Background: an optimization exercise with open tools, aiming at small area, a short achievable clock period and few clock cycles. Do not read the settings as production practice. Function was checked by simulation only, so behaviour that the tests miss may differ from the original. No activity file was given, so power comes from the tool's default toggle rates.

==> flow/design.v <==
package sha256_pkg;
  localparam int SHA_BLOCK_W   = 512;
  localparam int SHA_DIGEST_W  = 256;
  localparam int BLK_BYTES     = SHA_BLOCK_W / 8;
  localparam int LEN_FIELD_OFS = 56;
  localparam logic [7:0] PAD_BYTE = 8'h80;
  typedef enum logic [1:0] {
    PH_DATA = 2'd0,    
    PH_PAD  = 2'd1,    
    PH_LEN  = 2'd2     
  } pad_phase_t;
endpackage
import sha256_pkg::*;
module sha256_blk_buf (
  input  logic                   Clk,
  input  logic                   shift,      
  input  logic [7:0]             in_byte,
  input  logic                   load,       
  output logic [SHA_BLOCK_W-1:0] rd_data
);
  logic [SHA_BLOCK_W-1:0] stage_q;
  logic [SHA_BLOCK_W-1:0] out_q;
  always_ff @(posedge Clk) begin
    if (shift) begin
      stage_q <= {stage_q[SHA_BLOCK_W-9:0], in_byte};
    end
    if (load) begin
      out_q <= stage_q;
    end
  end
  assign rd_data = out_q;
endmodule
import sha256_pkg::*;
module sha256_msg_padder #(
  parameter int LEN_W   = 64,
  parameter int TIMEOUT = 4096
) (
  input  logic                   Clk,
  input  logic                   Rst,
  input  logic [7:0]             i_Byte,
  input  logic                   i_fValid,
  input  logic                   i_fLast,
  output logic                   o_fReady,
  output logic [SHA_BLOCK_W-1:0] o_Data,
  output logic                   o_fStart,
  output logic                   o_fFirst,
  input  logic                   i_fDone,
  output logic                   o_fMsgDone,
  output logic                   o_fErr
);
  localparam int TMO_W  = $clog2(TIMEOUT) + 1;    
  localparam int HI_W   = LEN_W - 9;              
  localparam int CH_W   = 8;                      
  localparam int N_CH   = (HI_W + CH_W - 1) / CH_W;
  sha256_pkg::pad_phase_t ph_q, ph_d;
  logic              need80_q, need80_d;
  logic [5:0]        pos_q, pos_d;           
  logic              full_q, full_d;         
  logic              s_final_q, s_final_d;   
  logic              first_pend_q, first_pend_d;
  logic              ready_q, ready_d;
  logic [5:0]        lo_q, lo_d;             
  logic [HI_W-1:0]   hi_q, hi_d;             
  logic [N_CH-1:0]   cy_q, cy_d;             
  logic              hi_ones_q;
  logic              live_q;                 
  logic              start_q, out_q, out_d;
  logic              r_first_q, r_final_q;
  logic [TMO_W-1:0]  tcnt_q, tcnt_d;
  logic              msgdone_q, err_q, err_d;
  logic              accept, shift, xfer, ack, tmo, flush, near_tmo, len_end, clr, inc;
  logic [7:0]        in_byte, len_byte;
  logic [63:0]       len_field;
  assign len_field = {hi_q, lo_q, 3'b000};
  assign len_byte  = len_field[63 - 8*pos_q[2:0] -: 8];
  sha256_blk_buf u_buf (
    .Clk     (Clk),
    .shift   (shift),
    .in_byte (in_byte),
    .load    (xfer),
    .rd_data (o_Data)
  );
  always_comb begin
    accept   = i_fValid & ready_q;
    ack      = out_q & i_fDone;
    tmo      = out_q & ~i_fDone & tcnt_q[TMO_W-1];
    near_tmo = out_q & ~i_fDone & (tcnt_q == TMO_W'(TIMEOUT - 1));
    flush    = tmo & ~r_final_q;
    xfer     = full_q & (~(start_q | out_q) | ack);
    shift    = (ph_q == PH_DATA) ? accept : ~full_q;
    len_end  = (ph_q == PH_LEN) & shift & (pos_q == 6'd63);
    clr      = flush | len_end | ~live_q;
    inc      = (ph_q == PH_DATA) & accept;
    case (ph_q)
      PH_DATA: in_byte = i_Byte;
      PH_PAD:  in_byte = need80_q ? PAD_BYTE : 8'h00;
      default: in_byte = len_byte;
    endcase
    ph_d     = ph_q;
    need80_d = need80_q;
    case (ph_q)
      PH_DATA: if (accept && i_fLast) begin
        ph_d     = PH_PAD;
        need80_d = 1'b1;
      end
      PH_PAD: if (shift) begin
        need80_d = 1'b0;
        if (pos_q == 6'(LEN_FIELD_OFS - 1)) ph_d = PH_LEN;
      end
      default: if (len_end) ph_d = PH_DATA;
    endcase
    pos_d        = shift ? pos_q + 6'd1 : pos_q;
    full_d       = (shift & (pos_q == 6'd63)) | (full_q & ~xfer);
    s_final_d    = len_end | (s_final_q & ~xfer);
    first_pend_d = xfer ? s_final_q : first_pend_q;
    if (flush) begin
      ph_d         = PH_DATA;
      need80_d     = 1'b0;
      pos_d        = '0;
      full_d       = 1'b0;
      s_final_d    = 1'b0;
      first_pend_d = 1'b1;
    end
    ready_d = (ph_d == PH_DATA) & ~full_d & ~near_tmo;
    lo_d = lo_q + 6'(inc);
    hi_d = hi_inc;
    cy_d = cy_nxt;
    if (clr) begin
      lo_d = '0;
      hi_d = '0;
      cy_d = '0;
    end
    out_d  = start_q | (out_q & ~i_fDone & ~tcnt_q[TMO_W-1]);
    tcnt_d = xfer ? '0 : (out_q ? tcnt_q + TMO_W'(1) : tcnt_q);
    err_d  = err_q | tmo | (inc & (lo_q == 6'd63) & hi_ones_q);
  end
  logic [HI_W-1:0] hi_inc;
  logic [N_CH-1:0] cy_nxt;
  for (genvar c = 0; c < N_CH; c++) begin : g_hi
    localparam int W = (c == N_CH - 1) ? HI_W - CH_W * c : CH_W;
    logic cin;
    assign cin = cy_q[c];
    assign hi_inc[CH_W*c +: W] = hi_q[CH_W*c +: W] + W'(cin);
    if (c + 1 < N_CH) begin : g_cy
      assign cy_nxt[c + 1] = cin & (&hi_q[CH_W*c +: W]);
    end
  end
  assign cy_nxt[0] = inc & (lo_q == 6'd63);
  always_ff @(posedge Clk or posedge Rst) begin
    if (Rst) begin
      ph_q         <= PH_DATA;
      need80_q     <= 1'b0;
      pos_q        <= '0;
      full_q       <= 1'b0;
      s_final_q    <= 1'b0;
      first_pend_q <= 1'b1;
      ready_q      <= 1'b0;
      live_q       <= 1'b0;
      start_q      <= 1'b0;
      out_q        <= 1'b0;
      msgdone_q    <= 1'b0;
      err_q        <= 1'b0;
    end else begin
      ph_q         <= ph_d;
      need80_q     <= need80_d;
      pos_q        <= pos_d;
      full_q       <= full_d;
      s_final_q    <= s_final_d;
      first_pend_q <= first_pend_d;
      ready_q      <= ready_d;
      live_q       <= 1'b1;
      start_q      <= xfer;
      out_q        <= out_d;
      msgdone_q    <= ack & r_final_q;
      err_q        <= err_d;
    end
  end
  always_ff @(posedge Clk) begin
    lo_q      <= lo_d;
    hi_q      <= hi_d;
    cy_q      <= cy_d;
    hi_ones_q <= &hi_q;
  end
  always_ff @(posedge Clk) begin
    if (xfer) begin
      r_first_q <= first_pend_q;
      r_final_q <= s_final_q;
    end
    tcnt_q <= tcnt_d;
  end
  assign o_fReady   = ready_q;
  assign o_fStart   = start_q;
  assign o_fFirst   = r_first_q;
  assign o_fMsgDone = msgdone_q;
  assign o_fErr     = err_q;
endmodule
==> flow/run.sh <==
#!/bin/bash
# synth_recipe.tcl (not shown) runs the flow's synth.tcl, then flattens the netlist and writes it again
# the make line also repeats each setting of config.mk as NAME=value (left out here)
make -C /OpenROAD-flow-scripts/flow DESIGN_CONFIG=/design/flow/config.mk WORK_HOME=/design/flow/orfs CLKGATE_MAP_FILE= SYNTH_SCRIPT=/design/flow/synth_recipe.tcl finish
==> flow/config.mk <==
export PLATFORM = sky130hd
export DESIGN_NAME = sha256_msg_padder
export DESIGN_NICKNAME = sha256_msg_padder
export VERILOG_FILES = /design/flow/design.v
export SDC_FILE = /design/flow/constraint.sdc
export NUM_CORES = 4
export LEC_CHECK = 0
export CAP_MARGIN = 20
export CORE_MARGIN = 2
export CORE_UTILIZATION = 40
export CTS_CLUSTER_DIAMETER = 150
export CTS_CLUSTER_SIZE = 30
export SETUP_SLACK_MARGIN = 3.0
export SLEW_MARGIN = 20
==> flow/constraint.sdc <==
create_clock -name core_clock -period 5.0 [get_ports {Clk}]
set_input_delay 1.0000 -clock core_clock [delete_from_list [all_inputs] [get_ports {Clk}]]
set_output_delay 1.0000 -clock core_clock [all_outputs]
set_load 0.01 [all_outputs]
==> results.txt, run 1 <==
status - no timing/DRC/antenna violations
first-pass GRT wire length - 104000 µm
TritonCTS Sinks - 1126
crit-path leading delay family - flip-flops
nets@finish - 2236
DP Area - 0.0427 mm²
CP arrival - 1.28 ns
Core Area - 0.0884 mm²
drt pass-1 iters - 6
Cell variety after synth - 53
P_leak - 15.1 nW
hpwl dp - 46600 µm
Rows - 109
R2R depth - 6
Setup TNS Final - 0 ns
number of synthesized flops with an enable pin - 1026
PortBufs - 529
Final Util - 48.8%
Area contributors post-synth - edfxtp_1 (87%), dfxtp_1 (4.6%), dfrtp_1 (1.2%)
hold-fix buffers at CTS - 0
CP startpoint kind - flop
final wirelength - 75100 µm
Hold Path Class - flop to flop
worst skew pair latency - 0.61 ns
Synth Flop Type - edfxtp_1
Cell Area, Synth - 0.0356 mm²
Syn-to-layout area delta - 21.1%
max-slew violations - 0
maximum VDD drop - 0.000333 V
Slowest cell on crit path - edfxtp_1
count leader, synth - edfxtp_1
full die area - 0.0914 mm²
hold path depth - 0
# setup viols final - 0
worst clock skew - 0.0319 ns
Seq cells post-synth - 1126
Max Fclk - 0.439 GHz
largest net degree at the start of global routing - 105
Post-Layout Cell Count - 3386
critical path data required time - 4.00 ns
worst-path maximum fanout - 1
Cells after Synth - 1531
share of flip-flops with an asynchronous set or reset - 1.60%
vias in the first global route - 15900
clk buf depth - 3
die height - 302 µm
cts bufs inserted - 43
vias per inst - 4.82
routability congestion estimate - 0.805
clk slew on worst S/H paths - 0.10 ns
Non-Filler Cell Area, Final - 0.0431 mm²
Hold WS - 0.431 ns
Iteration-0 DRC Markers - 1324
post-synth top area cell - edfxtp_1
Ys Warns - 2
Wirelength per Cell - 22.2 µm
top cells by count, synth - edfxtp_1 (1026), dfxtp_1 (82), nor2_1 (82)
Worst Path Class, Setup - flop to primary output
Tmin final - 2.28 ns
ratio of cells with drive above 1 in the final layout - 32.7%
total track usage - 15.3%
Routed Antenna Nets - 0
Slew Limit Headroom - 48.3%
DRC Markers - 0
crit-path cells - buf_6
CP bufs+invs - 1
gr ovfl total - 0
io pins - 530
Slew @ Worst Pin - 0.774 ns
RSZ-0062 raised after global routing - yes
initial antenna violation count - 2
Via Count - 16300
PD cells - 522 mW/mm²
Die X - 302 µm
slowest stage delay, CP - 0.51 ns
Hold Vio Cnt, Final - 0
starting density of the core - 40.3%
Root Buffer - clkbuf_16
share of the synthesized area in the top cell type - 86.5%
placed insts - 3239
MaxCap Viol Count - 0
fillcell total - 7309
post-synthesis net count - 1563
WP depth - 1
sequential area share after synthesis - 92.4%
Final period util - 45.6%
CTS tree - yes
Crit. End Element - primary output
synthesized area per cell - 23.3 µm²
H-tree depth - 2
## report_power, final
group          switching, W  internal [W]  total [W]
sequential          0.00125        0.0139     0.0151
clock               0.00257       0.00162    0.00419
combinational       0.00197       0.00121    0.00318
## sequential cells by signal, summed over array words and instances, names as in the netlist, 2 cells and up
name and flops:
u_buf.stage_q 512, u_buf.out_q 512, tcnt_q 13, lo_q 6, pos_q 6, hi_q 55
ph_q 2, cy_q 7
## path summary, 6_finish.rpt
path / start / slack, ns / endpoint
min: u_buf.stage_q[505] / 0.43 / u_buf.out_q[505]
max: u_buf.out_q[352] / 2.72 / o_Data[352]
min reg2reg: u_buf.stage_q[505] / 0.43 / u_buf.out_q[505]
max reg2reg: pos_q[0] / 2.93 / u_buf.stage_q[5]
max in group asynchronous: Rst / 3.61 / ph_q[1]
min in group asynchronous: Rst / 0.83 / err_q
## cell type report
cell class / instances / area (µm²) / share of cell area, %
Sequential cell: 1126 / 32900 / 76.3
Timing Repair Buffer: 638 / 4660 / 10.8
Inverter: 7 / 26.3 / 0.0609
Antenna cell: 2 / 5.00 / 0.0116
Tap cell: 1165 / 1460 / 3.38
Clock buffer: 58 / 1130 / 2.63
Multi-Input combinational cell: 388 / 2900 / 6.73
Clock inverter: 2 / 25.0 / 0.0580
## kinds of logic after synthesis
kind of cell    synth area share (%)
fa+ha+maj                      0.667
xor+xnor                        1.55
buf+inv                        0.365
flops                           92.4
mux                            0.804
other cells                   0.0105
simple gates                    3.24
compound gates                 0.984
## per-stage QoR
stage / power, W / setup slack, ns
floorplan: 0.0162 / 1.30
global placement: 0.0178 / 1.33
detailed placement: 0.0179 / 1.25
CTS: 0.0225 / 2.63
global route: 0.0234 / 2.63
finish: 0.0225 / 2.72
## layout by cell type, fill, tap and decap left out, drive strengths merged, types with 2 or more instances in the layout
master         synthesis  final
a211oi                 3      3
a21oi                 16     16
a221o                  5      5
a31oi                  8      8
and2                  19     19
and3                  18     20
and4                   4      4
buf                   13    615
bufbuf                 0      3
clkbuf                 7     66
clkdlybuf4s15          0      2
clkdlybuf4s50          0     10
dfrtp                 17     17
dfxtp                 82     82
diode                  0      2
edfxtp              1026   1026
ha                    19     19
inv                    6      8
mux2                   5      5
mux2i                  5      5
mux4                   8      8
nand2                 23     25
nand2b                 3      3
nand3                 37     43
nand4                 19     19
nor2                  82     82
nor2b                  3      3
nor3                   5      5
nor3b                  2      2
nor4                   4      4
nor4b                  2      2
o211ai                 4      4
o21ai                  4      4
o21bai                 2      2
o2bb2ai                3      3
or3                    2      2
xnor2                 33     33
xor2                  30     30
## metal layers
| metal | vias to the layer above | track usage, % | wire, µm |
|---|---|---|---|
| met5 | - | 0 | 0 |
| met1 | 8365 | 20.6 | 31600 |
| met3 | 66 | 3.50 | 5230 |
| li1 | 7300 | - | - |
| met2 | 583 | 25.4 | 36900 |
| met4 | 0 | 3.48 | 1350 |
## what timing repair did
action                     4_1_cts  5_1_grt
setup endpoints to repair     1581      788
pin swaps                        9        9
setup buffers                   37       18
gates resized for setup       2160       75
gates cloned                    17       13
hold endpoints to repair         0        0
Testbench counts, summed over its fixed seeds: cycles 56,712.
==> run 2, diff against run 1 <==
--- a/flow/design.v
+++ b/flow/design.v
@@ -59,5 +59,5 @@
   logic              s_final_q, s_final_d;   
   logic              first_pend_q, first_pend_d;
-  logic              ready_q, ready_d;
+  logic              ready_q, ready_d;       
   logic [5:0]        lo_q, lo_d;             
   logic [HI_W-1:0]   hi_q, hi_d;             
@@ -65,9 +65,9 @@
   logic              hi_ones_q;
   logic              live_q;                 
-  logic              start_q, out_q, out_d;
+  logic              start_q, busy_q, out_q, out_d;    
   logic              r_first_q, r_final_q;
   logic [TMO_W-1:0]  tcnt_q, tcnt_d;
   logic              msgdone_q, err_q, err_d;
-  logic              accept, shift, xfer, ack, tmo, flush, near_tmo, len_end, clr, inc;
+  logic              rdy, accept, shift, xfer, ack, tmo, flush, near_tmo, len_end, clr, inc;
   logic [7:0]        in_byte, len_byte;
   logic [63:0]       len_field;
@@ -82,10 +82,11 @@
   );
   always_comb begin
-    accept   = i_fValid & ready_q;
+    rdy      = live_q & (ph_q == PH_DATA) & ~full_q & ~(out_q & tcnt_q[TMO_W-1]);
+    accept   = i_fValid & rdy;
     ack      = out_q & i_fDone;
     tmo      = out_q & ~i_fDone & tcnt_q[TMO_W-1];
     near_tmo = out_q & ~i_fDone & (tcnt_q == TMO_W'(TIMEOUT - 1));
     flush    = tmo & ~r_final_q;
-    xfer     = full_q & (~(start_q | out_q) | ack);
+    xfer     = full_q & (~busy_q | ack);
     shift    = (ph_q == PH_DATA) ? accept : ~full_q;
     len_end  = (ph_q == PH_LEN) & shift & (pos_q == 6'd63);
@@ -131,5 +132,5 @@
       cy_d = '0;
     end
-    out_d  = start_q | (out_q & ~i_fDone & ~tcnt_q[TMO_W-1]);
+    out_d  = (busy_q & ~out_q) | (out_q & ~i_fDone & ~tcnt_q[TMO_W-1]);
     tcnt_d = xfer ? '0 : (out_q ? tcnt_q + TMO_W'(1) : tcnt_q);
     err_d  = err_q | tmo | (inc & (lo_q == 6'd63) & hi_ones_q);
@@ -158,4 +159,5 @@
       live_q       <= 1'b0;
       start_q      <= 1'b0;
+      busy_q       <= 1'b0;
       out_q        <= 1'b0;
       msgdone_q    <= 1'b0;
@@ -171,4 +173,5 @@
       live_q       <= 1'b1;
       start_q      <= xfer;
+      busy_q       <= xfer | out_d;
       out_q        <= out_d;
       msgdone_q    <= ack & r_final_q;
--- a/flow/config.mk
+++ b/flow/config.mk
@@ -11,4 +11,4 @@
 export CTS_CLUSTER_DIAMETER = 150
 export CTS_CLUSTER_SIZE = 30
-export SETUP_SLACK_MARGIN = 3.0
+export SETUP_SLACK_MARGIN = 2.8
 export SLEW_MARGIN = 20
==> run 2 against run 1 <==
Net effect: non-clock buffer count down 75; sequential share of layout area up 2.2 points; clock skew up 0.012 ns; cell count down 2.3%; count of clock-buffer cells in the layout up 10; critical path type unchanged; register-to-register slack worse by 0.03 ns; fmax down 0.88%; sequential power about the same; utilization down 1.3 points; still clean on timing, DRC and antenna; setup slack worse by 0.020 ns; wire length down 8.7%.
==> results.txt, run 2 <==
Die X - 302 µm (about the same)
vias per inst - 4.70 (-2.5%)
Cell variety after synth - 55 (+3.8%)
DRC Markers - 0 (unchanged)
clk buf depth - 3 (unchanged)
Rows - 109 (unchanged)
Largest regs - u_buf.out_q (512), u_buf.stage_q (512), hi_q (55)
maximum VDD drop - 0.000329 V (-1.2%)
Crit. End Element - primary output
# setup viols final - 0 (unchanged)
share of the synthesized area in the top cell type - 86.6% (about the same)
Area contributors post-synth - edfxtp_1 (87%), dfxtp_1 (4.6%), dfrtp_1 (1.3%)
Slowest cell on crit path - edfxtp_1
largest net degree at the start of global routing - 151 (+44%)
HP Start - u_buf.stage_q[182]
initial antenna violation count - 3 (+1)
CTS tree - yes
Cell Area, Synth - 0.0356 mm² (about the same)
Max Fclk - 0.435 GHz (-0.88%)
overall power - 0.0208 W (-7.4%)
total track usage - 14.2% (-1.1 points)
placed insts - 3224 (-0.46%)
CP startpoint kind - flop
CP startpoint - u_buf.out_q[115]
CP arrival - 1.30 ns (+0.02 ns)
slowest stage delay, CP - 0.52 ns (about the same)
critical path data required time - 4.00 ns (about the same)
number of synthesized flops with an enable pin - 1026 (unchanged)
starting density of the core - 40.3% (about the same)
ratio of cells with drive above 1 in the final layout - 29.3% (-3.4 points)
most common cell after layout, fill and taps aside - edfxtp_1
Tmin final - 2.30 ns (+0.0201 ns)
drt pass-1 iters - 5 (-1)
Hold Path Class - flop to flop
H-tree depth - 2 (unchanged)
gr ovfl total - 0 (unchanged)
clk slew on worst S/H paths - 0.12 ns (+0.02 ns)
RSZ-0062 raised after global routing - yes
top cells by count, synth - edfxtp_1 (1026), nor2_1 (99), dfxtp_1 (82)
synthesized area per cell - 23.3 µm² (+0.13%)
Post-Layout Cell Count - 3309 (-2.3%)
Slew Limit Headroom - 46.9% (-1.4 points)
nets@finish - 2150 (-3.8%)
Via Count - 15500 (-4.8%)
P_leak - 15.5 nW (+2.8%)
status - no timing/DRC/antenna violations
Routed Antenna Nets - 0 (unchanged)
Root Buffer - clkbuf_16
R2R Setup Slk - 2.90 ns (-0.03 ns)
io pins - 530 (unchanged)
share of flip-flops with an asynchronous set or reset - 1.69% (+0.087 points)
Slew @ Worst Pin - 0.795 ns (+0.0213 ns)
Worst Path Class, Setup - flop to primary output
PD cells - 497 mW/mm² (-4.8%)
worst skew pair latency - 0.63 ns (+0.02 ns)
PortBufs - 529 (unchanged)
hold-fix buffers at CTS - 0 (unchanged)
worst clock skew - 0.0441 ns (+0.0123 ns)
post-synth top area cell - edfxtp_1
Iteration-0 DRC Markers - 1240 (-6.3%)
worst-path maximum fanout - 1 (unchanged)
cts bufs inserted - 43 (unchanged)
sequential area share after synthesis - 92.5% (+0.13 points)
Syn-to-layout area delta - 17.8%
TritonCTS Sinks - 1127 (+0.089%)
Ys Warns - 2 (unchanged)
Worst R2R Start - pos_q[0]
full die area - 0.0914 mm² (about the same)
first-pass GRT wire length - 98100 µm (-5.5%)
post-synthesis net count - 1560 (-0.19%)
die height - 302 µm (about the same)
Cells after Synth - 1528 (-0.20%)
MaxCap Viol Count - 0 (unchanged)
Wirelength per Cell - 20.7 µm (-6.5%)
crit-path leading delay family - flip-flops
Synth Flop Type - edfxtp_1
CP bufs+invs - 1 (unchanged)
diode count - 0 (-2)
Seq cells post-synth - 1127 (+0.089%)
count leader, synth - edfxtp_1
Final period util - 46.0% (+0.40 points)
final wirelength - 68600 µm (-8.7%)
hpwl dp - 44700 µm (-4.0%)
most frequent cells in the layout - edfxtp_1 (1026), buf_2 (468), nor2_1 (99), dfxtp_1 (82), buf_6 (51)
Hold Vio Cnt, Final - 0 (unchanged)
Core Area - 0.0882 mm² (-0.15%)
crit-path cells - buf_2
vias in the first global route - 15300 (-3.9%)
routability congestion estimate - 0.846 (+5.1%)
max-slew violations - 0 (unchanged)
## run 2: cell count changes after synthesis, moves of 4 or more
cell      delta
nor2_1      +17
a31oi_1      -8
nand4_1      -7
a221oi_1     +4
a22oi_1      +4
buf_2        -4
nand3_1      -4
o211ai_1     -4
o21ai_0      +4
## run 2: stage by stage
step / cell area, µm² / worst slack, ns / setup TNS, ns / hold WS (ns) / util (%)
2_1_floorplan: 35700 / -4.97 / -2542.70 / 0.400 / -
3_3_place_gp: 42500 / 1.77 / 0 / 0.402 / 48.2
3_5_place_dp: 42500 / 1.73 / 0 / 0.405 / 48.2
4_1_cts: 41600 / 2.57 / 0 / 0.409 / 47.2
5_1_grt: 41900 / 2.64 / 0 / 0.428 / 47.5
6_report: 41900 / 2.70 / 0 / 0.416 / 47.5
## run 2: path summary, 6_finish.rpt
check                                     endpoint  cells after the start
worst min register to register  u_buf.stage_q[190]                      0
max in group asynchronous                  ph_q[1]                      2
worst max-delay path                   o_Data[115]                      1
worst min-delay path            u_buf.stage_q[190]                      0
worst max register to register    u_buf.stage_q[5]                      7
min in group asynchronous                  start_q                      2
## run 2: final cells by class
| class | instances | area [µm²] |
|---|---|---|
| clock buffers | 68 | 1190 |
| repair buffers | 563 | 3670 |
| inverters | 5 | 18.8 |
| clock inverters | 3 | 41.3 |
| flip-flops and latches | 1127 | 32900 |
| multi-input cells | 378 | 2620 |
| well taps | 1165 | 1460 |
| fillers | 7340 | 46300 |
## run 2: kinds of logic after synthesis
logic type / share of synthesized area, %
compound gates: 0.802
other cells: 0.0105
fa+ha+maj: 0.668
mux: 0.833
flops: 92.5
xor+xnor: 1.55
simple gates: 3.25
buf+inv: 0.373
## run 2: where the power goes
part           internal, W  total [W]  switching, W
registers           0.0138     0.0150       0.00128
clock network      0.00168    0.00428       0.00260
logic             0.000558    0.00150      0.000939
total               0.0160     0.0208       0.00482
## run 2: metal layers
metal	track usage, %	up-vias	wire (µm)
met5	0	-	13
met4	3.05	2	1270
met3	3.28	66	5110
met2	23.7	492	33400
met1	19.2	7914	28800
li1	-	7064	-
## run 2: timing repair
| action | in CTS | in global routing |
|---|---|---|
| cloned | 6 | 2 |
| pin swaps | 2 | 1 |
| setup endpoints to repair | 1445 | 740 |
| resized for setup | 2126 | 80 |
| setup buffers | 2 | 4 |
Testbench counts of run 2, summed over its fixed seeds: cycles 56,712.
==> run 3, diff against run 2 <==
--- a/flow/config.mk
+++ b/flow/config.mk
@@ -9,6 +9,6 @@
 export CORE_MARGIN = 2
 export CORE_UTILIZATION = 40
-export CTS_CLUSTER_DIAMETER = 150
-export CTS_CLUSTER_SIZE = 30
+export CTS_CLUSTER_DIAMETER = 100
+export CTS_CLUSTER_SIZE = 20
 export SETUP_SLACK_MARGIN = 2.8
 export SLEW_MARGIN = 20
==> run 3 against run 2 <==
Net effect: setup slack lost 0.017 ns; critical path type unchanged; first-iteration DRC count up 0.48%; largest cell class unchanged; synthesized cell count did not move; still clean on timing, DRC and antenna; cell count rose by 0.88%; register-to-register slack got worse by 0.04 ns.
==> results.txt, run 3 <==
Area contributors post-synth - edfxtp_1 (87%), dfxtp_1 (4.6%), dfrtp_1 (1.3%)
RSZ-0062 raised after global routing - yes
max-slew violations - 0 (unchanged)
synthesized area per cell - 23.3 µm² (unchanged)
Slew Limit Headroom - 45.1% (-1.8 points)
R2R Setup Slk - 2.86 ns (-0.04 ns)
vias in the first global route - 15700 (+2.3%)
vias per inst - 4.71 (+0.26%)
worst clock skew - 0.0194 ns (-0.0247 ns)
most frequent cells in the layout - edfxtp_1 (1026), buf_2 (478), nor2_1 (99), dfxtp_1 (82), clkbuf_16 (72)
Syn-to-layout area delta - 19.8%
worst skew pair latency - 0.62 ns (about the same)
TritonCTS Sinks - 1127 (unchanged)
Worst Path Class, Setup - flop to primary output
hold path depth - 0 (unchanged)
P_leak - 15.9 nW (+2.2%)
count leader, synth - edfxtp_1
status - no timing/DRC/antenna violations
top cells by count, synth - edfxtp_1 (1026), nor2_1 (99), dfxtp_1 (82)
total track usage - 14.5% (+0.25 points)
Hold Vio Cnt, Final - 0 (unchanged)
post-synthesis net count - 1560 (unchanged)
io pins - 530 (unchanged)
MaxCap Viol Count - 0 (unchanged)
Cells after Synth - 1528 (unchanged)
Ys Warns - 2 (unchanged)
die height - 302 µm (unchanged)
CP startpoint kind - flop
worst-path maximum fanout - 1 (unchanged)
R2R depth - 7 (unchanged)
share of the synthesized area in the top cell type - 86.6% (unchanged)
Largest regs - u_buf.out_q (512), u_buf.stage_q (512), hi_q (55)
pre-CTS setup slack - 1.73 ns (unchanged)
Rows - 109 (unchanged)
Core Area - 0.0882 mm² (unchanged)
Crit. End Element - primary output
Slew @ Worst Pin - 0.823 ns (+0.0277 ns)
nets@finish - 2176 (+1.2%)
CP arrival - 1.32 ns (+0.02 ns)
gr ovfl total - 0 (unchanged)
DRC Markers - 0 (unchanged)
CTS tree - yes
routability congestion estimate - 0.846 (unchanged)
hold-fix buffers at CTS - 0 (unchanged)
ratio of cells with drive above 1 in the final layout - 30.5% (+1.2 points)
cts bufs inserted - 67 (+56%)
Iteration-0 DRC Markers - 1246 (+0.48%)
diode count - 0 (unchanged)
H-tree depth - 3 (+1)
CP startpoint - u_buf.out_q[115]
initial antenna violation count - 5 (+2)
Die X - 302 µm (unchanged)
PD cells - 517 mW/mm² (+4.2%)
clk slew on worst S/H paths - 0.08 ns (-0.04 ns)
Routed Antenna Nets - 0 (unchanged)
clk buf depth - 3 (unchanged)
Hold EP - u_buf.out_q[508]
critical path data required time - 4.00 ns (about the same)
sequential area share after synthesis - 92.5% (unchanged)
Cell Area, Synth - 0.0356 mm² (unchanged)
crit-path cells - buf_2
Cell variety after synth - 55 (unchanged)
Final Util - 48.3% (+0.79 points)
first-pass GRT wire length - 99300 µm (+1.3%)
Worst R2R Start - pos_q[0]
final wirelength - 69600 µm (+1.5%)
PortBufs - 529 (unchanged)
Wirelength per Cell - 20.8 µm (+0.63%)
Synth Flop Type - edfxtp_1
Seq cells post-synth - 1127 (unchanged)
hpwl dp - 44700 µm (unchanged)
Via Count - 15700 (+1.1%)
final worst setup slack - 2.68 ns (-0.0174 ns)
share of flip-flops with an asynchronous set or reset - 1.69% (unchanged)
post-synth top area cell - edfxtp_1
# setup viols final - 0 (unchanged)
crit-path leading delay family - flip-flops
CP bufs+invs - 1 (unchanged)
Tmin final - 2.32 ns (+0.0174 ns)
most common cell after layout, fill and taps aside - edfxtp_1
number of synthesized flops with an enable pin - 1026 (unchanged)
drt pass-1 iters - 5 (unchanged)
HP Start - u_buf.stage_q[508]
full die area - 0.0914 mm² (unchanged)
FF-to-FF End - u_buf.stage_q[6]
Slowest cell on crit path - edfxtp_1
maximum VDD drop - 0.000266 V (-19%)
starting density of the core - 40.3% (unchanged)
Final period util - 46.3% (+0.35 points)
Root Buffer - clkbuf_16
Hold Path Class - flop to flop
Max Fclk - 0.432 GHz (-0.75%)
slowest stage delay, CP - 0.50 ns (-0.02 ns)
largest net degree at the start of global routing - 151 (unchanged)
## run 3: changes by cell type in the layout (fill, tap and decap cells not counted), moves of 2 or more
cell       previous run  this run
bufbuf_16             3         1
clkinv_8              1         3
buf_2               468       478
clkinv_16             0         2
buf_6                51        40
clkbuf_16            46        72
clkbuf_1             24        20
## run 3: layout make-up
cell class / count / area [µm²]
fill: 7294 / 45600
sequential: 1127 / 32900
timing repair buffer: 565 / 3640
multi-input combinational: 378 / 2630
clock buffer: 88 / 1780
tap: 1165 / 1460
clock inverter: 10 / 184
inverter: 5 / 18.8
## run 3: logic make-up after synthesis
| family | count (synthesis) | share of synthesized area (%) |
|---|---|---|
| AOI/OAI and AO/OA | 42 | 0.802 |
| adders and majority gates | 19 | 0.668 |
| and+or+nand+nor | 234 | 3.25 |
| other | 1 | 0.0105 |
| DFF | 1127 | 92.5 |
| xor gates and xnor gates | 63 | 1.55 |
| buffers and inverters | 23 | 0.373 |
| muxes | 19 | 0.833 |
## run 3: power by group
| part | switching (W) | internal (W) |
|---|---|---|
| clock | 0.00288 | 0.00260 |
| combinational | 0.000944 | 0.000571 |
| sequential | 0.00128 | 0.0138 |
## run 3: metrics by stage
stage               instance area, µm²  hold WS (ns)  total power (W)  TNS [ns]  instances
global route                     42600         0.436           0.0230         0       3338
global placement                 42500         0.402           0.0166         0       3224
finish                           42600         0.423           0.0221         0       3338
CTS                              42300         0.423           0.0222         0       3329
floorplan                        35700         0.400           0.0156  -2542.70       1528
detailed placement               42500         0.405           0.0168         0       3224
## run 3: metal layers
| metal | vias to the layer above | GRT usage, % | part of all wire, % |
|---|---|---|---|
| met5 | - | 0 | 0.016 |
| met4 | 2 | 4.34 | 2.1 |
| met3 | 93 | 3.50 | 7.5 |
| met2 | 513 | 23.7 | 48 |
| met1 | 7984 | 19.2 | 42 |
| li1 | 7123 | - | - |
## run 3: timing repair
item	4_1_cts	5_1_grt
pin swaps	2	2
setup buffers	2	4
gates resized for setup	2128	61
cloned	5	5
endpoints found under the setup margin	1428	798
## run 3: worst max path at each step
stage                             end  cells past startpoint
floorplan                    pos_q[1]                      4
global placement    u_buf.stage_q[56]                      5
detailed placement  u_buf.stage_q[64]                      5
CTS                       o_Data[107]                      1
global route              o_Data[115]                      1
finish                    o_Data[115]                      1
==> run 4, diff against run 3 <==
==> flow/flow/run.sh (new file) <==
#!/bin/bash
# Own layout flow: the standard layout, with one change after global
# placement: each output port's buffer is moved next to the cell that drives
# it, so the register sees a short wire and the buffer drives the long one.
set -euo pipefail
WORK=$(cd "$(dirname "$0")/.." && pwd)
cd "$WORK"
bash standard.sh "POST_GLOBAL_PLACE_TCL=$WORK/flow/obuf_near_driver.tcl" finish \
  > "$WORK/standard_finish.log" 2>&1
==> flow/flow/obuf_near_driver.tcl (new file) <==
# Move each output port's buffer onto its driver's location; detailed
# placement legalizes it later.
set block [ord::get_db_block]
set moved 0
foreach bterm [$block getBTerms] {
  if { [$bterm getIoType] != "OUTPUT" } { continue }
  set net [$bterm getNet]
  if { $net == "NULL" } { continue }
  set buf ""
  foreach it [$net getITerms] {
    if { [$it isOutputSignal] } { set buf [$it getInst] }
  }
  if { $buf == "" } { continue }
  set innet ""
  foreach it [$buf getITerms] {
    if { [$it isInputSignal] } { set innet [$it getNet] }
  }
  if { $innet == "" || $innet == "NULL" } { continue }
  set drv ""
  foreach it [$innet getITerms] {
    if { [$it isOutputSignal] } { set drv [$it getInst] }
  }
  if { $drv == "" } { continue }
  set loc [$drv getLocation]
  $buf setLocation [lindex $loc 0] [lindex $loc 1]
  incr moved
}
puts "obuf_near_driver: moved $moved output buffers"
estimate_parasitics -placement
==> flow/standard.sh (new file) <==
#!/bin/bash
# synth_recipe.tcl (not shown) runs the flow's synth.tcl, then flattens the netlist and writes it again
# the make line also repeats each setting of config.mk as NAME=value (left out here)
make -C /OpenROAD-flow-scripts/flow DESIGN_CONFIG=/design/flow/config.mk WORK_HOME=/design/flow/orfs CLKGATE_MAP_FILE= SYNTH_SCRIPT=/design/flow/synth_recipe.tcl "${@:-finish}"
--- a/flow/config.mk
+++ b/flow/config.mk
@@ -9,6 +9,6 @@
 export CORE_MARGIN = 2
 export CORE_UTILIZATION = 40
-export CTS_CLUSTER_DIAMETER = 100
-export CTS_CLUSTER_SIZE = 20
+export CTS_CLUSTER_DIAMETER = 150
+export CTS_CLUSTER_SIZE = 30
 export SETUP_SLACK_MARGIN = 2.8
 export SLEW_MARGIN = 20
removed: flow/run.sh
==> run 4 against run 3 <==
Net effect: power is 5.0% lower; clock power down 22%; cell area fell by 0.58%; utilization is 0.28 points lower; clock skew is 0.0011 ns lower; cell count decreased by 0.99%; setup slack gained 0.062 ns; first-iteration DRC count shrank 6.0%; largest cell class unchanged; highest routed layer is now met4.
==> results.txt, run 4 <==
Post-Synth XOR/XNOR Area - 1.55% (unchanged)
PortBufs - 529 (unchanged)
hpwl dp - 48100 µm (+7.5%)
R2R Setup Slk - 2.85 ns (about the same)
Wirelength per Cell - 22.2 µm (+6.6%)
Max Fclk - 0.444 GHz (+2.8%)
Rows - 109 (unchanged)
overall power - 0.0210 W (-5.0%)
top cells by count, synth - edfxtp_1 (1026), nor2_1 (99), dfxtp_1 (82)
Root Buffer - clkbuf_16
post-synth top area cell - edfxtp_1
count leader, synth - edfxtp_1
Hold WS - 0.428 ns (+0.00545 ns)
FF-to-FF End - u_buf.stage_q[398]
Sw Pwr - 0.00491 W (-4.0%)
PD cells - 494 mW/mm² (-4.5%)
nets@finish - 2156 (-0.92%)
Ys Warns - 2 (unchanged)
full die area - 0.0914 mm² (unchanged)
Synth Area in Adders - 0.668% (unchanged)
most common cell after layout, fill and taps aside - edfxtp_1
# setup viols final - 0 (unchanged)
Hold Vio Cnt, Final - 0 (unchanged)
most frequent cells in the layout - edfxtp_1 (1026), buf_2 (424), nor2_1 (98), buf_6 (93), dfxtp_1 (82)
critical path data required time - 5.29 ns (+1.29 ns)
diode count - 0 (unchanged)
Compound-Gate Fraction of Synth Area - 0.802% (unchanged)
maximum VDD drop - 0.000311 V (+17%)
Worst R2R Start - out_q
Clock Power Share - 20.4% (-4.5 points)
main combinational cell family by area after synthesis - simple AND/OR/NAND/NOR gates
Largest regs - u_buf.out_q (512), u_buf.stage_q (512), hi_q (55)
Area contributors post-synth - edfxtp_1 (87%), dfxtp_1 (4.6%), dfrtp_1 (1.3%)
Post-Layout Cell Count - 3305 (-0.99%)
first-pass GRT wire length - 104000 µm (+4.7%)
Final period util - 45.1% (-1.2 points)
Internal Pwr Total - 0.0160 W (-5.3%)
Slew @ Worst Pin - 0.812 ns (-0.0106 ns)
Synth Flop Type - edfxtp_1
Post-Synth Simple-Gate Area - 3.25% (unchanged)
total track usage - 15.2% (+0.69 points)
sequential area share after synthesis - 92.5% (unchanged)
Slew Limit Headroom - 45.8% (+0.77 points)
clk buf depth - 3 (unchanged)
CP startpoint kind - primary input
TritonCTS Sinks - 1127 (unchanged)
die height - 302 µm (unchanged)
synthesized area per cell - 23.3 µm² (unchanged)
share of the synthesized area in the top cell type - 86.6% (unchanged)
worst-path maximum fanout - 59 (+58)
Setup TNS Final - 0 ns (unchanged)
drt pass-1 iters - 7 (+2)
vias in the first global route - 15500 (-1.2%)
share of power burned in registers - 71.8% (+3.5 points)
Routed Antenna Nets - 0 (unchanged)
HP Start - u_buf.stage_q[504]
worst clock skew - 0.0183 ns (-0.00114 ns)
DRC Markers - 0 (unchanged)
P_leak - 15.7 nW (-0.96%)
CTS tree - yes
hold-fix buffers at CTS - 0 (unchanged)
final wirelength - 73500 µm (+5.6%)
clk slew on worst S/H paths - 0.10 ns (+0.02 ns)
vias per inst - 4.75 (+0.95%)
Hold EP - u_buf.out_q[504]
Tmin final - 2.25 ns (-0.0625 ns)
Sw Ratio - 23.4% (+0.25 points)
starting density of the core - 40.3% (unchanged)
Logic pwr share - 7.7% (+0.8 points)
Cells after Synth - 1528 (unchanged)
ratio of cells with drive above 1 in the final layout - 29.8% (-0.65 points)
largest net degree at the start of global routing - 151 (unchanged)
Via Count - 15700 (-0.051%)
Core Area - 0.0882 mm² (unchanged)
Iteration-0 DRC Markers - 1171 (-6.0%)
Cell Area, Synth - 0.0356 mm² (unchanged)
Seq cells post-synth - 1127 (unchanged)
Die X - 302 µm (unchanged)
placed insts - 3224 (unchanged)
CP arrival - 2.54 ns (+1.22 ns)
Final Util - 48.0% (-0.28 points)
MaxCap Viol Count - 0 (unchanged)
Worst Path Class, Setup - primary input to flop
hold path depth - 0 (unchanged)
Hold Path Class - flop to flop
CP startpoint - i_fValid
Syn-to-layout area delta - 19.1%
status - no timing/DRC/antenna violations
share of flip-flops with an asynchronous set or reset - 1.69% (unchanged)
H-tree depth - 2 (-1)
worst skew pair latency - 0.62 ns (about the same)
Crit. End Element - flop
max-slew violations - 0 (unchanged)
Cell variety after synth - 55 (unchanged)
cts bufs inserted - 43 (-36%)
io pins - 530 (unchanged)
RSZ-0062 raised after global routing - yes
multiplexer area fraction after synthesis - 0.833% (unchanged)
number of synthesized flops with an enable pin - 1026 (unchanged)
R2R depth - 5 (-2)
post-synthesis net count - 1560 (unchanged)
initial antenna violation count - 1 (-4)
gr ovfl total - 0 (unchanged)
==> run 4: through the flow <==
step / cell area (µm²) / setup slack (ns)
6_report: 42400 / 2.75
5_1_grt: 42400 / 2.71
4_1_cts: 41700 / 2.61
3_5_place_dp: 42500 / 1.72
3_3_place_gp: 42500 / 1.77
2_1_floorplan: 35700 / -4.97
==> run 4: worst max-delay path by stage <==
stage	to	slack [ns]	cells after the start
after CTS	o_Data[107]	2.61	1
final	u_buf.stage_q[398]	2.75	5
after global placement	u_buf.stage_q[56]	1.77	5
after floorplan	pos_q[1]	-4.97	4
after global routing	u_buf.stage_q[406]	2.71	5
after detailed placement	u_buf.stage_q[474]	1.72	5
==> run 4: cell families after synthesis <==
family / count (synthesis)
simple gates: 234
flops: 1127
compound gates: 42
buf+inv: 23
fa+ha+maj: 19
mux: 19
other cells: 1
xor+xnor: 63
==> run 4: layout make-up <==
class,instances,area (µm²)
fillers,7240,45900
flip-flops and latches,1127,32900
repair buffers,569,4150
multi-input cells,378,2640
well taps,1165,1460
clock buffers,58,1150
clock inverters,3,41.3
inverters,5,18.8
==> run 4: what timing repair did <==
action                      CTS  global route
setup endpoints to repair  1452           960
setup buffers                 3             3
hold endpoints to repair      0             0
pin swaps                     2             1
cloned                        5             9
gates resized for setup    2194           122
==> run 4: routing by layer <==
layer  track usage [%]  share of wire, %  wire length [µm]  vias to the layer above
met3              5.89                10              7440                       66
li1                  -                 -                 -                     7071
met5                 0                 0                 0                        -
met2              25.1                48             35300                      490
met1              19.1                40             29500                     8080
met4              2.86               1.6              1190                        0
==> run 4: worst max-delay path, cell delays in order <==
cell and delay, ns:
clkdlybuf4s50_1 0.53, nand3_4 0.12, a21oi_4 0.16, buf_4 0.24, bufbuf_16 0.47
==> run 4: power by group through the flow <==
stage / combinational, W / sequential [W] / clock (W)
floorplan: 0.000759 / 0.0148 / 0
global placement: 0.00146 / 0.0152 / 0
detailed placement: 0.00155 / 0.0153 / 0
CTS: 0.00149 / 0.0151 / 0.00447
global route: 0.00176 / 0.0153 / 0.00474
finish: 0.00162 / 0.0151 / 0.00428
==> run 5, diff against run 4 <==
--- a/flow/design.v
+++ b/flow/design.v
@@ -59,5 +59,5 @@
   logic              s_final_q, s_final_d;   
   logic              first_pend_q, first_pend_d;
-  logic              ready_q, ready_d;       
+  logic              ready_q, ready_d;
   logic [5:0]        lo_q, lo_d;             
   logic [HI_W-1:0]   hi_q, hi_d;             
@@ -65,9 +65,9 @@
   logic              hi_ones_q;
   logic              live_q;                 
-  logic              start_q, busy_q, out_q, out_d;    
+  logic              start_q, out_q, out_d;
   logic              r_first_q, r_final_q;
   logic [TMO_W-1:0]  tcnt_q, tcnt_d;
   logic              msgdone_q, err_q, err_d;
-  logic              rdy, accept, shift, xfer, ack, tmo, flush, near_tmo, len_end, clr, inc;
+  logic              accept, shift, xfer, ack, tmo, flush, near_tmo, len_end, clr, inc;
   logic [7:0]        in_byte, len_byte;
   logic [63:0]       len_field;
@@ -82,11 +82,10 @@
   );
   always_comb begin
-    rdy      = live_q & (ph_q == PH_DATA) & ~full_q & ~(out_q & tcnt_q[TMO_W-1]);
-    accept   = i_fValid & rdy;
+    accept   = i_fValid & ready_q;
     ack      = out_q & i_fDone;
     tmo      = out_q & ~i_fDone & tcnt_q[TMO_W-1];
     near_tmo = out_q & ~i_fDone & (tcnt_q == TMO_W'(TIMEOUT - 1));
     flush    = tmo & ~r_final_q;
-    xfer     = full_q & (~busy_q | ack);
+    xfer     = full_q & (~(start_q | out_q) | ack);
     shift    = (ph_q == PH_DATA) ? accept : ~full_q;
     len_end  = (ph_q == PH_LEN) & shift & (pos_q == 6'd63);
@@ -132,5 +131,5 @@
       cy_d = '0;
     end
-    out_d  = (busy_q & ~out_q) | (out_q & ~i_fDone & ~tcnt_q[TMO_W-1]);
+    out_d  = start_q | (out_q & ~i_fDone & ~tcnt_q[TMO_W-1]);
     tcnt_d = xfer ? '0 : (out_q ? tcnt_q + TMO_W'(1) : tcnt_q);
     err_d  = err_q | tmo | (inc & (lo_q == 6'd63) & hi_ones_q);
@@ -159,5 +158,4 @@
       live_q       <= 1'b0;
       start_q      <= 1'b0;
-      busy_q       <= 1'b0;
       out_q        <= 1'b0;
       msgdone_q    <= 1'b0;
@@ -173,5 +171,4 @@
       live_q       <= 1'b1;
       start_q      <= xfer;
-      busy_q       <= xfer | out_d;
       out_q        <= out_d;
       msgdone_q    <= ack & r_final_q;
--- a/flow/config.mk
+++ b/flow/config.mk
@@ -11,4 +11,4 @@
 export CTS_CLUSTER_DIAMETER = 150
 export CTS_CLUSTER_SIZE = 30
-export SETUP_SLACK_MARGIN = 2.8
+export SETUP_SLACK_MARGIN = 3.0
 export SLEW_MARGIN = 20
==> run 5 against run 4 <==
Net effect: highest routed layer is now met5; clock skew is 0.011 ns higher; sequential share of layout area is 2.0 points lower; critical path depth is 4 lower.
==> results.txt, run 5 <==
PD cells - 523 mW/mm² (+5.8%)
largest net degree at the start of global routing - 105 (-30%)
# setup viols final - 0 (unchanged)
max-slew violations - 0 (unchanged)
hpwl dp - 50400 µm (+4.8%)
vias in the first global route - 16000 (+3.6%)
cts bufs inserted - 43 (unchanged)
Rows - 109 (unchanged)
Tmin final - 2.20 ns (-0.0548 ns)
hold-fix buffers at CTS - 0 (unchanged)
count leader, synth - edfxtp_1
clk buf depth - 3 (unchanged)
share of the synthesized area in the top cell type - 86.5% (about the same)
final wirelength - 79100 µm (+7.7%)
Multi-input gate area - 0.00286 mm² (+8.3%)
Cells after Synth - 1531 (+0.20%)
first-pass GRT wire length - 110000 µm (+5.8%)
ratio of cells with drive above 1 in the final layout - 32.8% (+3.0 points)
Worst Path Class, Setup - flop to primary output
Post-Layout Cell Count - 3390 (+2.6%)
share of flip-flops with an asynchronous set or reset - 1.60% (-0.087 points)
Syn-to-layout area delta - 22.1%
sequential area share after synthesis - 92.4% (-0.13 points)
Hold Vio Cnt, Final - 0 (unchanged)
clk slew on worst S/H paths - 0.10 ns (about the same)
total track usage - 16.2% (+1.1 points)
Hold Path Class - flop to flop
most common cell after layout, fill and taps aside - edfxtp_1
Synth Flop Type - edfxtp_1
worst skew pair latency - 0.62 ns (about the same)
P_leak - 15.2 nW (-3.0%)
top cells by count, synth - edfxtp_1 (1026), dfxtp_1 (82), nor2_1 (82)
RSZ-0062 raised after global routing - yes
Reg area - 0.0329 mm² (about the same)
Cell variety after synth - 53 (-3.6%)
worst clock skew - 0.0290 ns (+0.0107 ns)
Root Buffer - clkbuf_16
Die X - 302 µm (about the same)
Cell Area, Synth - 0.0356 mm² (about the same)
CP arrival - 1.20 ns (-1.34 ns)
initial antenna violation count - 3 (+2)
nets@finish - 2240 (+3.9%)
maximum VDD drop - 0.000370 V (+19%)
status - no timing/DRC/antenna violations
synthesized area per cell - 23.3 µm² (-0.13%)
Slew @ Worst Pin - 0.766 ns (-0.0468 ns)
TritonCTS Sinks - 1126 (-0.089%)
DRC Markers - 0 (unchanged)
H-tree depth - 2 (unchanged)
Seq cells post-synth - 1126 (-0.089%)
Wirelength per Cell - 23.3 µm (+5.0%)
CP bufs+invs - 1 (-2)
full die area - 0.0914 mm² (about the same)
Max Fclk - 0.455 GHz (+2.5%)
Core Area - 0.0884 mm² (+0.15%)
post-synth top area cell - edfxtp_1
die height - 302 µm (about the same)
post-synthesis net count - 1563 (+0.19%)
starting density of the core - 40.3% (about the same)
Area contributors post-synth - edfxtp_1 (87%), dfxtp_1 (4.6%), dfrtp_1 (1.2%)
Iteration-0 DRC Markers - 1378 (+18%)
Final period util - 44.0% (-1.1 points)
Final Util - 49.2% (+1.2 points)
crit-path leading delay family - flip-flops
vias per inst - 4.82 (+1.5%)
Via Count - 16400 (+4.1%)
placed insts - 3239 (+0.47%)
gr ovfl total - 0 (unchanged)
crit-path cells - buf_6
io pins - 530 (unchanged)
slowest stage delay, CP - 0.43 ns (-0.10 ns)
drt pass-1 iters - 5 (-2)
Slew Limit Headroom - 48.9% (+3.1 points)
MaxCap Viol Count - 0 (unchanged)
Ys Warns - 2 (unchanged)
fillcell total - 7195 (-0.62%)
critical path data required time - 4.00 ns (-1.29 ns)
worst-path maximum fanout - 1 (-98%)
CTS tree - yes
number of synthesized flops with an enable pin - 1026 (unchanged)
Slowest cell on crit path - edfxtp_1
Routed Antenna Nets - 0 (unchanged)
PortBufs - 529 (unchanged)
Largest regs - u_buf.out_q (512), u_buf.stage_q (512), hi_q (55)
Setup TNS Final - 0 ns (unchanged)
CP startpoint kind - flop
Crit. End Element - primary output
most frequent cells in the layout - edfxtp_1 (1026), buf_2 (421), buf_6 (105), nor2_1 (82), dfxtp_1 (82)
==> run 5: report_power, final <==
group	switching [W]	internal, W	total [W]
Combinational	0.00206	0.00132	0.00338
Sequential	0.00122	0.0139	0.0151
Clock	0.00262	0.00165	0.00428
Total	0.00590	0.0168	0.0227
==> run 5: per-stage QoR <==
| step | cell area (µm²) | total power, W | worst slack (ns) | hold WS (ns) |
|---|---|---|---|---|
| floorplan | 35700 | 0.0162 | 1.30 | 0.400 |
| global placement | 42700 | 0.0178 | 1.33 | 0.405 |
| detailed placement | 42700 | 0.0180 | 1.29 | 0.405 |
| CTS | 42600 | 0.0227 | 2.75 | 0.429 |
| global route | 43500 | 0.0237 | 2.74 | 0.448 |
| finish | 43500 | 0.0227 | 2.80 | 0.430 |
==> run 5: area by class of cell <==
| class | instances | share of cell area [%] |
|---|---|---|
| Clock inverter | 3 | 0.0949 |
| Inverter | 7 | 0.0662 |
| Antenna cell | 1 | 0.00575 |
| Tap cell | 1165 | 3.35 |
| Sequential cell | 1126 | 75.7 |
| Timing Repair Buffer | 645 | 11.6 |
| Multi-Input combinational cell | 385 | 6.57 |
| Clock buffer | 58 | 2.65 |
==> run 5: cell families (layout without fill, tap and decap cells) <==
group	Yosys count	after routing	synth area share, %
buf+inv	27	713	0.365
fa+ha+maj	19	19	0.667
simple gates	226	233	3.24
compound gates	51	51	0.984
xor+xnor	63	63	1.55
mux	18	18	0.804
flops	1126	1126	92.4
other cells	1	2	0.0105
==> run 5: layer usage <==
layer / wire length [µm] / GRT usage, % / vias to the layer above
met5: 10 / 0 / -
met2: 38900 / 27.1 / 586
met3: 6910 / 4.83 / 71
met4: 1330 / 3.41 / 2
met1: 32000 / 21.2 / 8405
li1: - / - / 7292
==> run 5: path summary, 6_finish.rpt <==
| path | start | endpoint | slack, ns | depth (start not counted) |
|---|---|---|---|---|
| setup / recovery | u_buf.out_q[489] | o_Data[489] | 2.80 | 1 |
| hold / removal | u_buf.stage_q[510] | u_buf.out_q[510] | 0.43 | 0 |
| setup reg to reg | pos_q[0] | u_buf.stage_q[6] | 2.92 | 7 |
| hold reg to reg | u_buf.stage_q[510] | u_buf.out_q[510] | 0.43 | 0 |
| max in group asynchronous | Rst | ph_q[1] | 3.62 | 2 |
| min in group asynchronous | Rst | pos_q[0] | 0.81 | 2 |
==> run 5: what timing repair did <==
item / CTS / global route
cloned: 20 / 11
pin swaps: 15 / 11
gates resized for setup: 2206 / 139
buffers inserted: 42 / 16
setup endpoints to repair: 1580 / 1051
Testbench counts of run 5, summed over its fixed seeds: cycles 56,712.
==> run 6, diff against run 5 <==
--- a/flow/config.mk
+++ b/flow/config.mk
@@ -11,4 +11,4 @@
 export CTS_CLUSTER_DIAMETER = 150
 export CTS_CLUSTER_SIZE = 30
-export SETUP_SLACK_MARGIN = 3.0
+export SETUP_SLACK_MARGIN = 2.8
 export SLEW_MARGIN = 20
==> run 6 against run 5 <==
Net effect: still clean; cell count is 1.1% lower; sequential power hardly changed; power is 2.2% lower; sequential cell count stayed put; critical path type unchanged; critical endpoint is now o_Data[314]; highest routed layer is now met4.
==> results.txt, run 6 <==
Cell variety after synth - 53 (unchanged)
first-pass GRT wire length - 110000 µm (-0.36%)
clk slew on worst S/H paths - 0.10 ns (about the same)
Root Buffer - clkbuf_16
count leader, synth - edfxtp_1
die height - 302 µm (unchanged)
PortBufs - 529 (unchanged)
Largest regs - u_buf.out_q (512), u_buf.stage_q (512), hi_q (55)
P_leak - 15.0 nW (-1.8%)
Slowest cell on crit path - edfxtp_1
Synth Flop Type - edfxtp_1
top cells by count, synth - edfxtp_1 (1026), dfxtp_1 (82), nor2_1 (82)
worst clock skew - 0.0267 ns (-0.00238 ns)
starting density of the core - 40.3% (unchanged)
post-synth top area cell - edfxtp_1
most frequent cells in the layout - edfxtp_1 (1026), buf_2 (402), buf_6 (117), nor2_1 (82), dfxtp_1 (82)
Tmin final - 2.19 ns (-0.00504 ns)
Area contributors post-synth - edfxtp_1 (87%), dfxtp_1 (4.6%), dfrtp_1 (1.2%)
largest net degree at the start of global routing - 63 (-40%)
MaxCap Viol Count - 0 (unchanged)
Hold Vio Cnt, Final - 0 (unchanged)
Slew Limit Headroom - 52.0% (+3.1 points)
Slew @ Worst Pin - 0.719 ns (-0.0464 ns)
hold-fix buffers at CTS - 0 (unchanged)
cts bufs inserted - 43 (unchanged)
Die X - 302 µm (unchanged)
Hold Path Class - flop to flop
H-tree depth - 2 (unchanged)
fillcell total - 7250 (+0.76%)
slowest stage delay, CP - 0.42 ns (about the same)
clk buf depth - 3 (unchanged)
vias in the first global route - 15900 (-0.52%)
total track usage - 16.1% (-0.12 points)
Routed Antenna Nets - 0 (unchanged)
Via Count - 16200 (-1.2%)
ratio of cells with drive above 1 in the final layout - 30.7% (-2.1 points)
PD cells - 519 mW/mm² (-0.84%)
Ys Warns - 2 (unchanged)
status - no timing/DRC/antenna violations
number of synthesized flops with an enable pin - 1026 (unchanged)
Core Area - 0.0884 mm² (unchanged)
Cell Area, Synth - 0.0356 mm² (unchanged)
gr ovfl total - 0 (unchanged)
# setup viols final - 0 (unchanged)
DRC Markers - 0 (unchanged)
Iteration-0 DRC Markers - 1446 (+4.9%)
crit-path leading delay family - flip-flops
most common cell after layout, fill and taps aside - edfxtp_1
RSZ-0062 raised after global routing - yes
Final period util - 43.9% (-0.10 points)
Syn-to-layout area delta - 20.4%
final wirelength - 77500 µm (-2.0%)
crit-path cells - buf_6
Rows - 109 (unchanged)
max-slew violations - 0 (unchanged)
share of the synthesized area in the top cell type - 86.5% (unchanged)
maximum VDD drop - 0.000281 V (-24%)
nets@finish - 2192 (-2.1%)
worst skew pair latency - 0.62 ns (about the same)
drt pass-1 iters - 5 (unchanged)
CTS tree - yes
initial antenna violation count - 0 (-3)
Seq cells post-synth - 1126 (unchanged)
Setup TNS Final - 0 ns (unchanged)
Hold WS - 0.430 ns (+0.000520 ns)
full die area - 0.0914 mm² (unchanged)
io pins - 530 (unchanged)
Crit. End Element - primary output
Max Fclk - 0.456 GHz (+0.23%)
vias per inst - 4.82 (about the same)
share of flip-flops with an asynchronous set or reset - 1.60% (unchanged)
worst-path maximum fanout - 1 (unchanged)
post-synthesis net count - 1563 (unchanged)
CP bufs+invs - 1 (unchanged)
Worst Path Class, Setup - flop to primary output
CP arrival - 1.19 ns (about the same)
critical path data required time - 4.00 ns (about the same)
TritonCTS Sinks - 1126 (unchanged)
synthesized area per cell - 23.3 µm² (unchanged)
CP startpoint kind - flop
Wirelength per Cell - 23.1 µm (-0.93%)
hpwl dp - 50600 µm (+0.48%)
sequential area share after synthesis - 92.4% (unchanged)
Cells after Synth - 1531 (unchanged)
-- run 6: final cells by class --
class / count / area [µm²] / area share (%)
repair buffers: 597 / 4460 / 10.4
clock buffers: 68 / 1190 / 2.78
flip-flops and latches: 1126 / 32900 / 76.7
multi-input cells: 385 / 2800 / 6.53
clock inverters: 3 / 41.3 / 0.0963
well taps: 1165 / 1460 / 3.40
diodes: 1 / 2.50 / 0.00583
inverters: 7 / 26.3 / 0.0613
-- run 6: repair_timing --
| action | in CTS | in global routing |
|---|---|---|
| gates resized for setup | 2211 | 130 |
| pin swaps | 8 | 3 |
| setup endpoints to repair | 1513 | 975 |
| buffers inserted | 18 | 4 |
| gates cloned | 13 | 5 |
-- run 6: per-layer routing --
layer,GRT usage (%),routed length (µm),vias to the layer above
li1,-,-,7210
met1,21.4,32100,8314
met2,27.2,38100,563
met3,4.32,6240,77
met4,2.65,1030,0
met5,0,0,-
-- run 6: kinds of logic after synthesis --
family	after synthesis	share of synthesized area, %
compound gates	51	0.984
xor+xnor	63	1.55
fa+ha+maj	19	0.667
buf+inv	27	0.365
flops	1126	92.4
mux	18	0.804
other cells	1	0.0105
simple gates	226	3.24
-- run 6: final timing paths --
path / slack, ns / end / cells after the start / start
hold reg to reg: 0.43 / u_buf.out_q[509] / 0 / u_buf.stage_q[509]
hold / removal: 0.43 / u_buf.out_q[509] / 0 / u_buf.stage_q[509]
max in group asynchronous: 3.69 / ph_q[1] / 2 / Rst
setup / recovery: 2.81 / o_Data[314] / 1 / u_buf.out_q[314]
min in group asynchronous: 0.79 / err_q / 2 / Rst
setup reg to reg: 2.83 / u_buf.stage_q[4] / 6 / pos_q[0]
-- run 6: power breakdown --
part           internal (W)  total (W)  switching (W)
Sequential           0.0139     0.0151        0.00127
Clock               0.00168    0.00430        0.00262
Combinational      0.000936    0.00280        0.00187
Total                0.0165     0.0222        0.00575
-- run 6: through the flow --
step,total power (W),cell area (µm²),cells,util [%],setup slack [ns]
after floorplan,0.0162,35700,1531,-,1.30
after global placement,0.0178,42700,3240,48.3,1.39
after detailed placement,0.0180,42700,3240,48.3,1.31
after CTS,0.0224,42300,3342,47.8,2.71
after global routing,0.0232,42900,3351,48.5,2.73
final,0.0222,42900,3352,48.5,2.81
==> run 7, diff against run 6 <==
==> flow/flow/run.sh (replaced) <==
#!/bin/bash
# Own layout flow: the standard layout, with one change after global
# placement: each output port's buffer, and the register that drives only it,
# are moved next to the port's pin (flow/obuf_near_driver.tcl).
set -euo pipefail
WORK=$(cd "$(dirname "$0")/.." && pwd)
cd "$WORK"
bash standard.sh "POST_GLOBAL_PLACE_TCL=$WORK/flow/obuf_near_driver.tcl" finish \
  > "$WORK/standard_finish.log" 2>&1
==> flow/flow/obuf_near_driver.tcl (replaced) <==
# After global placement: move each output port's buffer next to its pin, and
# the register that drives it next to the buffer when the buffer is the
# register's only load. Detailed placement legalizes them later.
set block [ord::get_db_block]
set core [$block getCoreArea]
set cx0 [$core xMin]; set cy0 [$core yMin]; set cx1 [$core xMax]; set cy1 [$core yMax]
set dbu [$block getDbUnitsPerMicron]
proc clampv { v lo hi } { expr { $v < $lo ? $lo : ($v > $hi ? $hi : $v) } }
set moved 0; set moved_ff 0
foreach bterm [$block getBTerms] {
  if { [$bterm getIoType] != "OUTPUT" } { continue }
  set net [$bterm getNet]
  if { $net == "NULL" } { continue }
  set bpins [$bterm getBPins]
  if { [llength $bpins] == 0 } { continue }
  set bb [[lindex $bpins 0] getBBox]
  set px [expr { ([$bb xMin] + [$bb xMax]) / 2 }]
  set py [expr { ([$bb yMin] + [$bb yMax]) / 2 }]
  set buf ""
  foreach it [$net getITerms] {
    if { [$it isOutputSignal] } { set buf [$it getInst] }
  }
  if { $buf == "" } { continue }
  set innet ""
  foreach it [$buf getITerms] {
    if { [$it isInputSignal] } { set innet [$it getNet] }
  }
  if { $innet == "" || $innet == "NULL" } { continue }
  set drv ""; set nload 0
  foreach it [$innet getITerms] {
    if { [$it isOutputSignal] } { set drv [$it getInst] } elseif { [$it isInputSignal] } { incr nload }
  }
  # unit step from the pin into the core
  set dx 0; set dy 0
  if { $px <= $cx0 } { set dx 1 } elseif { $px >= $cx1 } { set dx -1 } elseif { $py <= $cy0 } { set dy 1 } else { set dy -1 }
  set bx [clampv [expr { $px + $dx * 1 * $dbu }] $cx0 [expr { $cx1 - 3 * $dbu }]]
  set by [clampv [expr { $py + $dy * 1 * $dbu }] $cy0 [expr { $cy1 - 3 * $dbu }]]
  $buf setLocation [expr { int($bx) }] [expr { int($by) }]
  incr moved
  if { $drv != "" && $nload == 1 && [[$drv getMaster] isSequential] } {
    set fx [clampv [expr { $px + $dx * 6 * $dbu }] $cx0 [expr { $cx1 - 12 * $dbu }]]
    set fy [clampv [expr { $py + $dy * 4 * $dbu }] $cy0 [expr { $cy1 - 3 * $dbu }]]
    $drv setLocation [expr { int($fx) }] [expr { int($fy) }]
    incr moved_ff
  }
}
puts "obuf_near_pin: moved $moved output buffers and $moved_ff registers"
estimate_parasitics -placement
--- a/flow/config.mk
+++ b/flow/config.mk
@@ -11,4 +11,4 @@
 export CTS_CLUSTER_DIAMETER = 150
 export CTS_CLUSTER_SIZE = 30
-export SETUP_SLACK_MARGIN = 2.8
+export SETUP_SLACK_MARGIN = 3.0
 export SLEW_MARGIN = 20
==> run 7 against run 6 <==
Net effect: sequential power up 3%; still clean; critical path type unchanged; largest power group unchanged; power grew 3.9%; worst hold slack gained 0.0067 ns; critical endpoint is now o_Data[366]; cell area about the same; clock power barely moved.
==> results.txt, run 7 <==
CTS tree - yes
Root Buffer - clkbuf_16
first-pass GRT wire length - 114000 µm (+3.6%)
nets@finish - 2230 (+1.7%)
maximum VDD drop - 0.000385 V (+37%)
Final period util - 44.5% (+0.61 points)
placed insts - 3239 (-0.031%)
crit-path leading delay family - flip-flops
Post-Layout Cell Count - 3390 (+1.1%)
clk slew on worst S/H paths - 0.11 ns (about the same)
share of the synthesized area in the top cell type - 86.5% (unchanged)
CP bufs+invs - 1 (unchanged)
vias per inst - 4.95 (+2.7%)
worst skew pair latency - 0.62 ns (about the same)
most frequent cells in the layout - edfxtp_1 (1026), buf_2 (498), dfxtp_1 (82), nor2_1 (75), buf_4 (53)
Multi-input gate area - 0.00295 mm² (+5.2%)
die height - 302 µm (unchanged)
Largest regs - u_buf.out_q (512), u_buf.stage_q (512), hi_q (55)
total track usage - 17.0% (+0.90 points)
gr ovfl total - 0 (unchanged)
max-slew violations - 0 (unchanged)
global route hottest layer - met2
worst clock skew - 0.0326 ns (+0.00596 ns)
overall power - 0.0231 W (+3.9%)
Setup TNS Final - 0 ns (unchanged)
Iteration-0 DRC Markers - 1542 (+6.6%)
ratio of cells with drive above 1 in the final layout - 32.6% (+1.9 points)
TritonCTS Sinks - 1126 (unchanged)
final worst setup slack - 2.78 ns (-0.0303 ns)
Die X - 302 µm (unchanged)
# setup viols final - 0 (unchanged)
hold-fix buffers at CTS - 0 (unchanged)
fillcell total - 7089 (-2.2%)
cts bufs inserted - 43 (unchanged)
most common cell after layout, fill and taps aside - edfxtp_1
pre-CTS setup slack - 1.28 ns (-0.0288 ns)
PortBufs - 529 (unchanged)
status - no timing/DRC/antenna violations
Ys Warns - 2 (unchanged)
io pins - 530 (unchanged)
Cells after Synth - 1531 (unchanged)
Hold Path Class - flop to flop
crit-path cells - buf_6
Worst Path Class, Setup - flop to primary output
PD cells - 538 mW/mm² (+3.8%)
sequential area share after synthesis - 92.4% (unchanged)
starting density of the core - 40.3% (unchanged)
share of flip-flops with an asynchronous set or reset - 1.60% (unchanged)
CP startpoint kind - flop
M2 GR Usage - 29.0% (+1.8 points)
Seq cells post-synth - 1126 (unchanged)
worst-path maximum fanout - 1 (unchanged)
top cells by count, synth - edfxtp_1 (1026), dfxtp_1 (82), nor2_1 (82)
H-tree depth - 2 (unchanged)
Rows - 109 (unchanged)
drt pass-1 iters - 5 (unchanged)
count leader, synth - edfxtp_1
Wirelength per Cell - 24.1 µm (+4.2%)
vias in the first global route - 16400 (+2.8%)
post-synthesis net count - 1563 (unchanged)
Synth Flop Type - edfxtp_1
Syn-to-layout area delta - 20.5% (about the same)
post-synth top area cell - edfxtp_1
initial antenna violation count - 2 (+2)
CP arrival - 1.22 ns (+0.03 ns)
largest net degree at the start of global routing - 105 (+67%)
critical path data required time - 4.00 ns (about the same)
Core Area - 0.0884 mm² (unchanged)
Max Fclk - 0.450 GHz (-1.4%)
slowest stage delay, CP - 0.46 ns (+0.04 ns)
Slew Limit Headroom - 45.5% (-6.5 points)
==> run 7: changes by cell type in the layout (fill, tap and decap cells not counted), moves of 7 or more <==
cell    previous run  this run
buf_6            117        23
buf_12            13        22
buf_4             36        53
buf_2            402       498
nor2_1            82        75
buf_16             9        16
nor2_2             0         7
==> run 7: cell type report <==
type	instances	area share, %
Timing Repair Buffer	631	10.1
Clock buffer	68	2.77
Antenna cell	1	0.00583
Clock inverter	3	0.0962
Multi-Input combinational cell	389	6.87
Tap cell	1165	3.40
Inverter	7	0.0612
Sequential cell	1126	76.7
==> run 7: repair_timing <==
action                                  in CTS  in global routing
buffers inserted                            38                 15
gates resized for setup                   2126                 48
cloned                                      23                  3
pin swaps                                    7                 14
endpoints found under the hold margin        0                  0
endpoints found under the setup margin    1581                769
==> run 7: cell families (layout without fill, tap and decap cells) <==
family | Yosys count | after routing | synth area share [%]
AOI/OAI and AO/OA | 51 | 51 | 0.984
xor gates and xnor gates | 63 | 63 | 1.55
and+or+nand+nor | 226 | 237 | 3.24
DFF | 1126 | 1126 | 92.4
muxes | 18 | 18 | 0.804
adders and majority gates | 19 | 19 | 0.667
buffers and inverters | 27 | 709 | 0.365
other | 1 | 2 | 0.0105
==> run 7: metal layers <==
layer  vias to the layer above  part of all wire, %  routed length (µm)
li1                       7286                    -                   -
met1                      8594                   41               33400
met2                       823                   50               41200
met3                        83                  6.8                5540
met4                         0                  1.9                1530
met5                         -                    0                   0
==> run 7: path summary, 6_finish.rpt <==
kind	cells past startpoint	slack [ns]	startpoint	to
setup / recovery	1	2.78	u_buf.out_q[366]	o_Data[366]
hold / removal	0	0.44	u_buf.stage_q[505]	u_buf.out_q[505]
setup reg to reg	6	2.94	pos_q[0]	u_buf.stage_q[5]
hold reg to reg	0	0.44	u_buf.stage_q[505]	u_buf.out_q[505]
max in group asynchronous	2	3.62	Rst	ph_q[1]
min in group asynchronous	2	0.81	Rst	pos_q[4]
==> run 7: worst register-to-register path: cells and delay by family, from the launching register on <==
family          cells  cell delay (ns)
compound gates      2             0.51
fa+ha+maj           1             0.29
buf+inv             2             0.19
flops               1             0.45
mux                 1             0.33
==> run 7: report_power, final <==
part	internal (W)	leakage, nW	switching [W]
sequential	0.0139	10.5	0.00171
combinational	0.00124	3.95	0.00193
clock	0.00168	0.589	0.00263
total	0.0168	15.0	0.00627
==> run 7: through the flow <==
step | cell area [µm²] | hold WS, ns
detailed placement | 42700 | 0.406
CTS | 42500 | 0.423
finish | 42900 | 0.437
global route | 42900 | 0.443
floorplan | 35700 | 0.400
global placement | 42700 | 0.405

Setup slack of run 7, layout unchanged: 2.777 ns with ideal ports, 2.720 ns with driving cells assumed (clock clkbuf_16, inputs buf_2), 2.371 ns with port delays also shifted by the 0.657 ns mid clock arrival.
